Context: an optimization exercise on an open-source flow, tuned for small area. The choices shown serve that exercise and are no tape-out recipe.
In this exercise RTL edits were held to simulation tests only and were not proved equivalent to the original.
Power is estimated from default activity; no workload was simulated.

## design.v

```verilog
module isp_tile_packer #(
  parameter int IMGW_WIDTH     = 11,
  parameter int IMGH_WIDTH     = 11,
  parameter int PIX_WIDTH      = 24,
  parameter int LANES          = 32,
  parameter int ISP_DATA_WIDTH = 768,
  parameter int ISP_ADDR_WIDTH = 10
) (
  input  logic                      clk,
  input  logic                      rst_n,
  input  logic [IMGW_WIDTH-1:0]     img_width_i,
  input  logic [IMGH_WIDTH-1:0]     img_height_i,
  input  logic                      top_start_i,
  input  logic                      pix_vld_i,
  output logic                      pix_rdy_o,
  input  logic [PIX_WIDTH-1:0]      pix_dat_i,
  input  logic                      pix_sof_i,
  input  logic                      pix_eol_i,
  input  logic                      isp_rdy_i,
  output logic                      isp_resp_o,
  output logic                      isp_wen_o,
  output logic [ISP_ADDR_WIDTH-1:0] isp_waddr_o,
  output logic [ISP_DATA_WIDTH-1:0] isp_wdata_o,
  output logic                      isp_done_o,
  output logic                      busy_o,
  output logic                      frame_done_o,
  output logic                      err_o
);
  localparam int BUF_W = (LANES - 1) * PIX_WIDTH;
  typedef enum logic [1:0] {IDLE, WAIT_RDY, FILL, DONE} state_e;
  state_e                    state_q, state_d;
  logic                      resp_d;
  logic [5:0]                tiles_q;
  logic [IMGH_WIDTH-1:0]     lines_left_q;
  logic [9:0]                col_q;
  logic [4:0]                band_row_q;
  logic [BUF_W-1:0]          lane_buf_q;
  logic                      wen_q;
  logic [ISP_ADDR_WIDTH-1:0] waddr_q;
  logic [ISP_DATA_WIDTH-1:0] wdata_q;
  logic                      done_q;
  logic                      frame_done_q;
  logic [5:0] tiles_in;
  logic       start_ok;
  logic       xfer;
  logic [4:0] lane;
  logic       last_lane;
  logic       last_col;
  logic       band_end;
  assign tiles_in  = img_width_i[10:5];
  assign start_ok  = top_start_i && (state_q == IDLE) &&
                     (tiles_in != 6'd0) && (img_height_i != '0);
  assign pix_rdy_o = (state_q == FILL);
  assign xfer      = pix_vld_i && pix_rdy_o;
  assign lane      = col_q[4:0];
  assign last_lane = &lane;
  assign last_col  = last_lane && ({1'b0, col_q[9:5]} == (tiles_q - 6'd1));
  assign band_end  = xfer && last_col &&
                     ((&band_row_q) || (lines_left_q == IMGH_WIDTH'(1)));
  always_ff @(posedge clk or negedge rst_n) begin
    if (!rst_n) begin
      state_q <= IDLE;
    end else begin
      state_q <= state_d;
    end
  end
  always_comb begin
    state_d = state_q;
    resp_d  = 1'b0;
    unique case (state_q)
      IDLE:     if (start_ok) state_d = WAIT_RDY;
      WAIT_RDY: if (isp_rdy_i) begin
                  resp_d  = 1'b1;
                  state_d = FILL;
                end
      FILL:     if (band_end) state_d = DONE;
      DONE:     state_d = (lines_left_q != '0) ? WAIT_RDY : IDLE;
      default:  state_d = IDLE;
    endcase
  end
  assign isp_resp_o = resp_d;
  assign busy_o     = (state_q != IDLE);
  always_ff @(posedge clk or negedge rst_n) begin
    if (!rst_n) begin
      tiles_q      <= '0;
      lines_left_q <= '0;
      col_q        <= '0;
      band_row_q   <= '0;
      wen_q        <= 1'b0;
      waddr_q      <= '0;
      wdata_q      <= '0;
      done_q       <= 1'b0;
      frame_done_q <= 1'b0;
    end else begin
      wen_q        <= xfer && last_lane;
      done_q       <= (state_q == DONE);
      frame_done_q <= (state_q == DONE) && (lines_left_q == '0);
      if (start_ok) begin
        tiles_q      <= tiles_in;
        lines_left_q <= img_height_i;
        col_q        <= '0;
        band_row_q   <= '0;
      end else if (xfer) begin
        if (last_col) begin
          col_q        <= '0;
          band_row_q   <= band_row_q + 5'd1;
          lines_left_q <= lines_left_q - IMGH_WIDTH'(1);
        end else begin
          col_q <= col_q + 10'd1;
        end
      end
      if (xfer && last_lane) begin
        waddr_q <= {band_row_q, col_q[9:5]};
        wdata_q <= {pix_dat_i, lane_buf_q};
      end
    end
  end
  always_ff @(posedge clk) begin
    if (xfer && !last_lane) begin
      lane_buf_q[lane*PIX_WIDTH +: PIX_WIDTH] <= pix_dat_i;
    end
  end
  assign isp_wen_o    = wen_q;
  assign isp_waddr_o  = waddr_q;
  assign isp_wdata_o  = wdata_q;
  assign isp_done_o   = done_q;
  assign frame_done_o = frame_done_q;
  logic err_q;
  logic first_q;
  always_ff @(posedge clk or negedge rst_n) begin
    if (!rst_n) begin
      err_q   <= 1'b0;
      first_q <= 1'b0;
    end else if (start_ok) begin
      err_q   <= 1'b0;
      first_q <= 1'b1;
    end else if (xfer) begin
      first_q <= 1'b0;
      if ((pix_sof_i != first_q) || (pix_eol_i != last_col)) begin
        err_q <= 1'b1;
      end
    end
  end
  assign err_o = err_q;
  logic unused_inputs;
  assign unused_inputs = ^{img_width_i[4:0], pix_sof_i, pix_eol_i};
endmodule
```

## run.sh

```bash
#!/bin/bash
# synth_recipe.tcl (not shown) runs the flow's synth.tcl, then flattens the netlist and writes it again
# the make line also repeats each setting of config.mk as NAME=value (left out here)
make -C /OpenROAD-flow-scripts/flow DESIGN_CONFIG=/design/flow/config.mk WORK_HOME=/design/flow/orfs CLKGATE_MAP_FILE= SYNTH_SCRIPT=/design/flow/synth_recipe.tcl finish
```

## config.mk

```make
export PLATFORM = sky130hd
export DESIGN_NAME = isp_tile_packer
export DESIGN_NICKNAME = isp_tile_packer
export VERILOG_FILES = /design/flow/design.v
export SDC_FILE = /design/flow/constraint.sdc
export NUM_CORES = 4
export LEC_CHECK = 0
export CAP_MARGIN = 20
export CORE_MARGIN = 2
export CORE_UTILIZATION = 40
export SLEW_MARGIN = 20
```

## constraint.sdc

```tcl
create_clock -name core_clock -period 6.0 [get_ports {clk}]
set_input_delay 1.2000 -clock core_clock [delete_from_list [all_inputs] [get_ports {clk}]]
set_output_delay 1.2000 -clock core_clock [all_outputs]
set_load 0.01 [all_outputs]
```

==> run_summary.xml <==
<?xml version="1.0" encoding="UTF-8"?>
<metrics>
  <group name="final_layout">
    <metric name="post_layout_nonfiller_instances" unit="">7496</metric>
    <metric name="total_nets_final" unit="">5269</metric>
    <metric name="finish.instance_area" unit="um2">81870</metric>
    <metric name="postLayoutCoreUtil" unit="">0.5111</metric>
    <metric name="share_of_cells_above_drive_strength_1" unit="">0.2433</metric>
    <metric name="syn2layout_area_growth" unit="%">27.31</metric>
  </group>
  <group name="route">
    <metric name="route.final.wire_length" unit="um">234400</metric>
    <metric name="detail_route.first_pass.iterations" unit="">5</metric>
    <metric name="drc" unit="">0</metric>
    <metric name="drt.antenna.violating_nets" unit="">0</metric>
    <metric name="vias" unit="">43545</metric>
    <metric name="post_drt_via_cell_ratio" unit="">5.809</metric>
    <metric name="initialDrtViolationCount" unit="">3960</metric>
    <metric name="wl_per_cell" unit="um">31.28</metric>
  </group>
  <group name="setup_path">
    <metric name="cp_data_arrival_time" unit="ns">6.04</metric>
    <metric name="critPathBufInv" unit="">2</metric>
    <metric name="critical_path_cell_list" unit="">ha_1 &gt; inv_1 &gt; fa_1 &gt; nand2b_1 &gt; a2bb2oi_2 &gt; xor2_1 &gt; nor2_1 &gt; ha_1 &gt; a31o_2 &gt; buf_4 &gt; nor2_2 &gt; nand2_1 &gt; a22o_1</metric>
    <metric name="cp_top_family" unit="">simple AND/OR/NAND/NOR gates</metric>
    <metric name="path_class" unit="">flop to flop</metric>
    <metric name="crit_start_category" unit="">flop</metric>
    <metric name="crit_fanout" unit="">12</metric>
    <metric name="slowest_stage" unit="">sky130_fd_sc_hd__nor2_2</metric>
    <metric name="r2r.worst_path.cells" unit="">13</metric>
    <metric name="cp_num_cells" unit="">13</metric>
    <metric name="slowest_delay" unit="ns">0.78</metric>
    <metric name="path_common_cell" unit="">sky130_fd_sc_hd__ha_1</metric>
    <metric name="timing.critical_path.to_type" unit="">flop</metric>
    <metric name="worst_ep_required_time" unit="ns">6.56</metric>
  </group>
  <group name="floorplan">
    <metric name="die_area" unit="um2">164000</metric>
    <metric name="fp.dieW" unit="um">405.0</metric>
    <metric name="start_util" unit="">0.4014</metric>
    <metric name="row_count" unit="">147</metric>
    <metric name="core_footprint" unit="um2">160200</metric>
    <metric name="ioPinCount" unit="">838</metric>
    <metric name="dieHeight" unit="um">405.0</metric>
  </group>
  <group name="sta">
    <metric name="min_period_over_period" unit="">0.9131</metric>
    <metric name="totalNegativeSetupSlack" unit="ns">0</metric>
    <metric name="finalMaxSlewViolations" unit="">0</metric>
    <metric name="grt_setup_unrepaired" unit="">no</metric>
    <metric name="achievable-frequency" unit="MHz">182.5</metric>
    <metric name="finalSetupViolations" unit="">0</metric>
    <metric name="worstMarginPinSlew" unit="ns">1.122</metric>
    <metric name="hold_viol_final" unit="">0</metric>
    <metric name="clock_skews" unit="ns">0.03787</metric>
    <metric name="final_period_minus_worst_setup_slack" unit="ns">5.479</metric>
    <metric name="relSlewSlack" unit="">0.2440</metric>
  </group>
  <group name="worst_hold_path">
    <metric name="min-delay-path-class" unit="">input pin to asynchronous set/reset pin</metric>
  </group>
  <group name="job">
    <metric name="max-cap-violations" unit="">0</metric>
  </group>
  <group name="cts">
    <metric name="clk_transition_reported_paths" unit="ns">0.06</metric>
    <metric name="tritoncts.num_buffers" unit="">166</metric>
    <metric name="insertion_delay" unit="ns">0.83</metric>
    <metric name="clock_path_buffers" unit="">3</metric>
    <metric name="cts_post_setup_buffers_inserted" unit="">0</metric>
    <metric name="root_buffer" unit="">sky130_fd_sc_hd__clkbuf_16</metric>
    <metric name="cts.hold.buffers_added" unit="">0</metric>
    <metric name="tritoncts" unit="">yes</metric>
    <metric name="cts-htree-levels" unit="">4</metric>
    <metric name="number_of_resized_instances_in_the_post_cts_repair_step" unit="">0</metric>
    <metric name="clock-sinks" unit="">1561</metric>
  </group>
  <group name="yosys">
    <metric name="synth_flop_cell" unit="">sky130_fd_sc_hd__dfrtp_1</metric>
    <metric name="ys_async_sr_fraction" unit="">0.5234</metric>
    <metric name="synth.cell_area" unit="um2">64310</metric>
    <metric name="synth_warnings" unit="">1</metric>
    <metric name="postSynthCellCount" unit="">4277</metric>
    <metric name="synth_edf_count" unit="">744</metric>
    <metric name="ys_seq_elements" unit="">1561</metric>
    <metric name="yosys.cell_types.count" unit="">73</metric>
    <metric name="synth.net_count" unit="">4351</metric>
    <metric name="yosysSeqAreaShare" unit="">0.6653</metric>
    <metric name="syn-mean-instance-area" unit="um2">15.04</metric>
  </group>
  <group name="power">
    <metric name="pwr_density_cell" unit="nW/um2">361.4</metric>
    <metric name="power_leakage" unit="nW">32.64</metric>
    <metric name="vdd_drop_max" unit="V">0.0003092</metric>
  </group>
  <group name="global_routing">
    <metric name="grt_start_max_net_pins" unit="">127</metric>
    <metric name="first_pass_grt_wire_length" unit="um">330200</metric>
    <metric name="grt_antenna_before_repair" unit="">9</metric>
    <metric name="globalRouteTotalUtil" unit="">0.2811</metric>
    <metric name="grt_pass1_vias" unit="">43287</metric>
    <metric name="globalRoute.totalOverflow" unit="">0</metric>
  </group>
  <group name="placement">
    <metric name="place_inst" unit="">7187</metric>
    <metric name="globalplace.congestion" unit="">0.9037</metric>
    <metric name="post-dp-hpwl" unit="um">160800</metric>
    <metric name="portBuffers" unit="">832</metric>
    <metric name="detailed_place.area" unit="um2">76400</metric>
  </group>
  <group name="run_status">
    <metric name="status" unit="">complete, no violations</metric>
  </group>
</metrics>
## synth_stat cells (7+ instances only)
cell type	number	area (um2)
sky130_fd_sc_hd__dfrtp_1	817	20440
sky130_fd_sc_hd__mux2_2	787	8862
sky130_fd_sc_hd__edfxtp_1	744	22340
sky130_fd_sc_hd__o2bb2ai_1	347	3039
sky130_fd_sc_hd__a22o_1	315	2759
sky130_fd_sc_hd__nand2_1	242	908.4
sky130_fd_sc_hd__clkbuf_1	217	814.5
sky130_fd_sc_hd__nor2_1	143	536.8
sky130_fd_sc_hd__nand3_1	69	345.3
sky130_fd_sc_hd__a21oi_1	53	265.3
sky130_fd_sc_hd__o21ai_0	45	225.2
sky130_fd_sc_hd__a221o_1	42	420.4
sky130_fd_sc_hd__nor3_1	31	155.2
sky130_fd_sc_hd__inv_1	28	105.1
sky130_fd_sc_hd__a31oi_1	27	168.9
sky130_fd_sc_hd__a22oi_1	22	165.2
sky130_fd_sc_hd__o22ai_1	22	137.6
sky130_fd_sc_hd__and3_1	21	131.4
sky130_fd_sc_hd__ha_1	20	250.2
sky130_fd_sc_hd__and2_1	19	118.9
sky130_fd_sc_hd__o221ai_1	19	166.4
sky130_fd_sc_hd__xnor2_1	19	166.4
sky130_fd_sc_hd__buf_2	18	90.09
sky130_fd_sc_hd__mux2i_1	17	170.2
sky130_fd_sc_hd__a32oi_1	15	131.4
sky130_fd_sc_hd__nor2b_1	15	93.84
sky130_fd_sc_hd__buf_1	14	52.55
sky130_fd_sc_hd__or3_1	13	81.33
sky130_fd_sc_hd__nor4_1	11	68.82
sky130_fd_sc_hd__or2_2	11	68.82
sky130_fd_sc_hd__xor2_1	9	78.83
sky130_fd_sc_hd__o22a_1	8	70.07
sky130_fd_sc_hd__nand3b_1	7	52.55
sky130_fd_sc_hd__o21ai_1	7	35.03
## report_power, final
group          switching [W]  total (W)  internal (W)  leakage [nW]
clock network        0.00444     0.0103       0.00588          2.67
logic                0.00512    0.00676       0.00164          12.6
registers           0.000358     0.0125        0.0121          17.4
## area by class of cell
cell class / count / area (um2)
Antenna cell: 1 / 2.502
Clock buffer: 240 / 4786
Clock inverter: 68 / 675.6
Fill cell: 13692 / 78330
Inverter: 29 / 108.9
Multi-Input combinational cell: 2435 / 20870
Sequential cell: 1561 / 42790
Tap cell: 2160 / 2703
Timing Repair Buffer: 1002 / 9935
## placed cells by master (no fill, tap or decap), types with 18 or more instances in the layout
master / count
sky130_fd_sc_hd__ha_1: 19
sky130_fd_sc_hd__a31oi_1: 23
sky130_fd_sc_hd__inv_1: 27
sky130_fd_sc_hd__o221ai_1: 19
sky130_fd_sc_hd__and2_1: 19
sky130_fd_sc_hd__clkinv_1: 19
sky130_fd_sc_hd__nand2_1: 241
sky130_fd_sc_hd__a221o_1: 42
sky130_fd_sc_hd__a21oi_1: 50
sky130_fd_sc_hd__xnor2_1: 18
sky130_fd_sc_hd__clkbuf_8: 29
sky130_fd_sc_hd__nand3_1: 69
sky130_fd_sc_hd__a22o_1: 315
sky130_fd_sc_hd__clkbuf_1: 42
sky130_fd_sc_hd__buf_4: 144
sky130_fd_sc_hd__nor3_1: 19
sky130_fd_sc_hd__buf_12: 26
sky130_fd_sc_hd__nor2_1: 122
sky130_fd_sc_hd__dfrtp_1: 816
sky130_fd_sc_hd__clkinv_2: 26
sky130_fd_sc_hd__and3_1: 21
sky130_fd_sc_hd__clkbuf_16: 169
sky130_fd_sc_hd__o21ai_0: 45
sky130_fd_sc_hd__edfxtp_1: 744
sky130_fd_sc_hd__mux2_2: 787
sky130_fd_sc_hd__clkdlybuf4s50_1: 831
sky130_fd_sc_hd__o2bb2ai_1: 347
sky130_fd_sc_hd__o22ai_1: 22
## per-stage QoR
step	hold slack (ns)	power [W]	setup WS, ns
final	0.4343	0.02958	0.5214
after global routing	0.4576	0.03055	0.2038
after CTS	0.4126	0.02968	0.4231
after detailed placement	0.4932	0.01935	0.4180
after global placement	0.4874	0.01928	0.1455
after floorplan	0.4607	0.01624	-6.792
## worst reg2reg max path, stage by stage (launching register included)
cell,delay [ns]
sky130_fd_sc_hd__dfrtp_2,0.42
sky130_fd_sc_hd__ha_1,0.24
sky130_fd_sc_hd__inv_1,0.07
sky130_fd_sc_hd__fa_1,0.43
sky130_fd_sc_hd__nand2b_1,0.18
sky130_fd_sc_hd__a2bb2oi_2,0.37
sky130_fd_sc_hd__xor2_1,0.56
sky130_fd_sc_hd__nor2_1,0.12
sky130_fd_sc_hd__ha_1,0.37
sky130_fd_sc_hd__a31o_2,0.47
sky130_fd_sc_hd__buf_4,0.27
sky130_fd_sc_hd__nor2_2,0.78
sky130_fd_sc_hd__nand2_1,0.58
sky130_fd_sc_hd__a22o_1,0.38
## registers in the layout, summed over array words and instances (netlist names), 2 cells and up
register,flops
col_q,10
lines_left_q,11
state_q,2
wdata_q,768
band_row_q,5
waddr_q,10
tiles_q,6
lane_buf_q,744
## logic make-up (layout without fill, tap and decap cells)
family,Yosys count,after routing,synth area share
flops,1561,1561,0.6653
compound gates,957,957,0.1226
mux,804,804,0.1405
simple gates,619,619,0.04494
buf+inv,281,1339,0.01689
xor+xnor,34,34,0.005623
fa+ha+maj,21,21,0.004203
other cells,0,1,0
## routing by layer
metal	part of all wire	vias up	routed length [um]	global-route usage
li1	-	18465	-	-
met1	0.43	22907	100800	0.3852
met2	0.45	1837	105900	0.4295
met3	0.085	334	19930	0.07958
met4	0.033	2	7844	0.09407
met5	0.000055	-	13	0
## worst paths after layout
| path | from | endpoint | slack (ns) |
|---|---|---|---|
| max in group asynchronous | rst_n | wdata_q[208] | 4.23 |
| min reg2reg | lane_buf_q[734] | wdata_q[734] | 0.49 |
| max reg2reg | col_q[0] | lane_buf_q[66] | 0.52 |
| max | col_q[0] | lane_buf_q[66] | 0.52 |
| min | rst_n | wdata_q[242] | 0.43 |
| min in group core_clock | lane_buf_q[734] | wdata_q[734] | 0.49 |

## afterwards: timing with drivers on the ports
The flow's constraints put no driver on any port. The routed layout listed below was extracted and timed again, unchanged, in two steps.
Step 1 (the two cells are an assumption about what drives the block):
set clk [get_ports {clk}]
set_driving_cell -lib_cell sky130_fd_sc_hd__clkbuf_16 $clk
set_driving_cell -lib_cell sky130_fd_sc_hd__buf_2 [delete_from_list [all_inputs] $clk]
Step 2, shift: input delay + t, output delay - t, t = (earliest + latest rising clock arrival at the registers) / 2. This alone moves slack from input paths to output paths.
Slacks: no drivers / after step 1 / after step 2; pairs: no drivers / after step 1.
shift t [ns]: 0.891
slack for setup (ns): 0.521 / 0.521 / 0.521
hold slack, ns: 0.434 / 0.398 / 0.491
worst register clock-pin slew, ns: 0.07 / 0.07
pins driven straight from the clock port: 1
After both steps this run still meets setup and hold. For this run, drivers alone change the setup slack by 0.000 ns; drivers and shift together by 0.000 ns.
